This is an optimization exercise on Yosys and OpenROAD, whose aim is small area, a short achievable clock period and few clock cycles per item, not a production implementation.
The RTL was checked by simulation tests, not by an equivalence proof against the original design.
Power figures rest on the tool's default switching activity, not on a simulated workload.

==> flow/design.v (excerpt) <==
module section_address_translator (
  input  logic               clk,
  input  logic               rst_n,
  input  logic               cfg_we,
  input  logic [0:0]         cfg_index,
  input  logic [sat_pkg::ADDR_W-1:0]  cfg_data,
  input  logic               in_valid,
  output logic               in_ready,
  input  logic [1:0]         in_op,
  input  logic [sat_pkg::ADDR_W-1:0]  in_address,
  input  logic [sat_pkg::ADDR_W-1:0]  in_raw_start,
  input  logic [sat_pkg::ADDR_W-1:0]  in_raw_size,
  input  logic [sat_pkg::ADDR_W-1:0]  in_virt_start,
  input  logic [sat_pkg::ADDR_W-1:0]  in_virt_size,
  output logic               out_valid,
  input  logic               out_ready,
  output logic [1:0]         out_status,
  output logic [sat_pkg::ADDR_W-1:0]  out_translated,
  output logic [sat_pkg::ADDR_W-1:0]  out_raw_end_rounded,
  output logic [sat_pkg::ADDR_W-1:0]  out_virt_end_rounded,
  output logic [sat_pkg::COUNT_W-1:0] out_entry_count
);
For scale: ~12000 cells after synthesis, about 2700 flip-flops.
clock: 8.0 ns
lec_check: 0
cap_margin: 20
core_margin: 2
core_utilization: 45
setup_slack_margin: 4.0
slew_margin: 20
run.sh (not shown) runs the stock make flow with config.mk's settings and CLKGATE_MAP_FILE= SYNTH_SCRIPT=/design/flow/synth_recipe.tcl, a recipe that flattens the netlist after the stock synthesis.
Testbench counts at the start, summed over its fixed seeds: cycles 2,518, items 2,486.
==> next run, changes <==
--- a/flow/design.v
+++ b/flow/design.v
@@ -46,39 +46,26 @@
     pp = p;
     gg[0] = gg[0] | (p[0] & ci);
     for (int l = 0; l < 5; l++)
       for (int k = 0; k < 32; k++)
         if (((k >> l) & 1) == 1) begin
           gg[k] = gg[k] | (pp[k] & gg[((k >> (l + 1)) << (l + 1)) + (1 << l) - 1]);
           pp[k] = pp[k] & pp[((k >> (l + 1)) << (l + 1)) + (1 << l) - 1];
         end
     add32 = {gg[31], p ^ {gg[30:0], ci}};
   endfunction
   function automatic logic ge(input logic [31:0] x, input logic [31:0] y);
-    logic [7:0] g, p;
-    logic       c;
-    for (int j = 0; j < 8; j++) begin
-      c    = 1'b0;
-      p[j] = 1'b1;
-      for (int k = 0; k < 4; k++) begin
-        c    = (x[4*j+k] & ~y[4*j+k]) | ((x[4*j+k] | ~y[4*j+k]) & c);
-        p[j] = p[j] & (x[4*j+k] | ~y[4*j+k]);
-      end
-      g[j] = c;
-    end
-    for (int w = 1; w < 8; w = w * 2)
-      for (int j = 0; j < 8; j = j + 2 * w) begin
-        g[j] = g[j+w] | (p[j+w] & g[j]);
-        p[j] = p[j+w] & p[j];
-      end
-    ge = g[0] | p[0];
+    logic c;
+    c = 1'b1;
+    for (int k = 0; k < 32; k++) c = (x[k] & ~y[k]) | ((x[k] | ~y[k]) & c);
+    ge = c;
   endfunction
   logic [31:0] fa_r, sa_r;
   logic        fa_p2, sa_p2;    
   logic [31:0] m_f, m_s;        
   always_ff @(posedge clk) begin
     if (!rst_n) begin
       fa_r <= sat_pkg::FILE_ALIGN_RST;
       sa_r <= sat_pkg::SECT_ALIGN_RST;
     end else if (cfg_we) begin
       if (cfg_index == 1'b0) fa_r <= cfg_data;
       else                   sa_r <= cfg_data;
@@ -101,28 +88,28 @@
       sa_p2 <= sa_p2n;
       m_f   <= (fa_p2n && fa_m1[32]) ? fa_m1[31:0] : 32'd0;
       m_s   <= (sa_p2n && sa_m1[32]) ? sa_m1[31:0] : 32'd0;
     end
   end
   logic [N-1:0][31:0] s_rb, s_re, s_vb, s_ve;
   logic [N-1:0]       s_v;
   logic [4:0]         count_r;
   logic [3:0]         head_r;      
   logic p0_v, p1_v, p2_v, out_v, p0_w;
   logic p0_adv, p1_adv, p2_adv, p0_free, p1_free, p2_free, stall_out;
-  logic full, ins_ok, ins_ok_r, tbl_ok, fire, ins, clr;
+  logic full, ins_ok, tbl_ok, fire, ins, clr;
   logic slow, dv_need, dv_step, dv_done, dv_lane_s, dv_fin, dv_w33;
   logic [6:0] dv_cnt;
   logic [1:0] p0_op, p1_op, p2_op;
   assign full      = count_r[4];
-  assign ins_ok    = ins_ok_r;
+  assign ins_ok    = (count_r == 5'd0) || ((head_r + 4'd1 - count_r[3:0]) == 4'd0);
   assign tbl_ok    = p0_op != sat_pkg::OP_LOAD || full || ins_ok;
   assign fire      = p0_v && !p0_w && tbl_ok;
   assign ins       = fire && p0_op == sat_pkg::OP_LOAD && !full;
   assign clr       = fire && p0_op == sat_pkg::OP_CLEAR;
   assign stall_out = out_v && !out_ready;
   assign p2_adv    = p2_v && !stall_out;
   assign p2_free   = !p2_v || p2_adv;
   assign slow      = !(fa_p2 && sa_p2);
   assign dv_need   = p1_v && p1_op == sat_pkg::OP_LOAD && slow;
   assign dv_step   = dv_need && !dv_done;
   assign p1_adv    = p1_v && p2_free && !dv_step;
@@ -200,40 +187,32 @@
     if (!rst_n) begin
       s_v     <= '0;
       count_r <= 5'd0;
       head_r  <= 4'd0;
     end else begin
       if (clr) s_v <= '0;
       else s_v <= {s_v[N-2:0], ins ? 1'b1 : s_v[N-1]};
       if (fire) count_r <= count_nxt;
       head_r <= (ins && count_r == 5'd0) ? 4'd0 : head_r + 4'd1;
     end
   end
-  logic [4:0] count_n;
-  logic [3:0] head_n;
-  assign count_n = fire ? count_nxt : count_r;
-  assign head_n  = (ins && count_r == 5'd0) ? 4'd0 : head_r + 4'd1;
-  always_ff @(posedge clk) begin
-    if (!rst_n) ins_ok_r <= 1'b1;
-    else ins_ok_r <= (count_n == 5'd0) || ((head_n + 4'd1 - count_n[3:0]) == 4'd0);
-  end
   logic [N-1:0] lowm_r;
   always_ff @(posedge clk) begin
     for (int i = 0; i < N; i++)
       lowm_r[i] <= (4'(i) <= ((rst_n && ins && count_r == 5'd0) ? 4'd0 : head_r + 4'd1));
   end
   logic [N-1:0] hit;
   always_comb begin
     for (int i = 0; i < N; i++)
-      hit[i] = s_v[i] && (p0_op[0] ? (ge(p0_rs, s_rb[i]) && ge(s_re[i], p0_rs))
-                                    : (ge(p0_rs, s_vb[i]) && ge(s_ve[i], p0_rs)));
+      hit[i] = s_v[i] && ge(p0_rs, p0_op[0] ? s_rb[i] : s_vb[i])
+                      && ge(p0_op[0] ? s_re[i] : s_ve[i], p0_rs);
   end
   logic [1:0]   p1_st;
   logic [4:0]   p1_cnt;
   logic [31:0]  p1_a, p1_b;    
   logic [N-1:0] p1_hit;        
   logic [31:0] dv_r, dv_d, dv_x, dv_y;
   logic [32:0] dv_sh, dv_sub;
   logic        dv_z;
   logic [6:0]  dv_cnt_n;
   assign dv_cnt_n  = dv_cnt + 7'd1;
   assign dv_d      = dv_lane_s ? sa_r : fa_r;
Sequential cell count drops by 1.
Routed wire length decreases by 16%.
Hold slack degrades by 0.040 ns.
Core utilization goes up by 0.96 points.
Count of clock-buffer cells in the layout came out lower by 8.
Area after synthesis fell by 3.6%.
Final cell count is lower by 5.4%.
Power grows by 4.4%.
Clock power barely changes.
Via count went down by 9.5%.
Testbench counts after the change, summed over its fixed seeds: cycles 2,518, items 2,486.

==> afterwards: timing with drivers on the ports <==
The flow's constraints put no driver on any port. The routed layouts listed below were extracted and timed again, unchanged, in two steps. Step 1, drivers: a clkbuf_16 drives clk and a buf_2 each remaining input, both assumed. Step 2, shift: input delay + t, output delay - t, t = (earliest + latest rising clock arrival at the registers) / 2. This alone moves slack from input paths to output paths. a / b / c = ideal / step 1 / step 2; a / b = the first two.
run	shift t [ns]	setup WS [ns]	worst setup path at the end	latest minus earliest clock arrival (ns)	worst data-port slew with drivers (ns)
the first run	1.038	3.651 / 3.556 / 3.145	input to register	0.064 / 0.064	0.14
the second run	1.035	3.041 / 2.946 / 2.926	input to register	0.091 / 0.090	0.34
After both steps setup and hold are still met in every run listed. The setup slack of the first run, which loses most, moves by -0.095 ns with the drivers and by -0.506 ns with both steps.
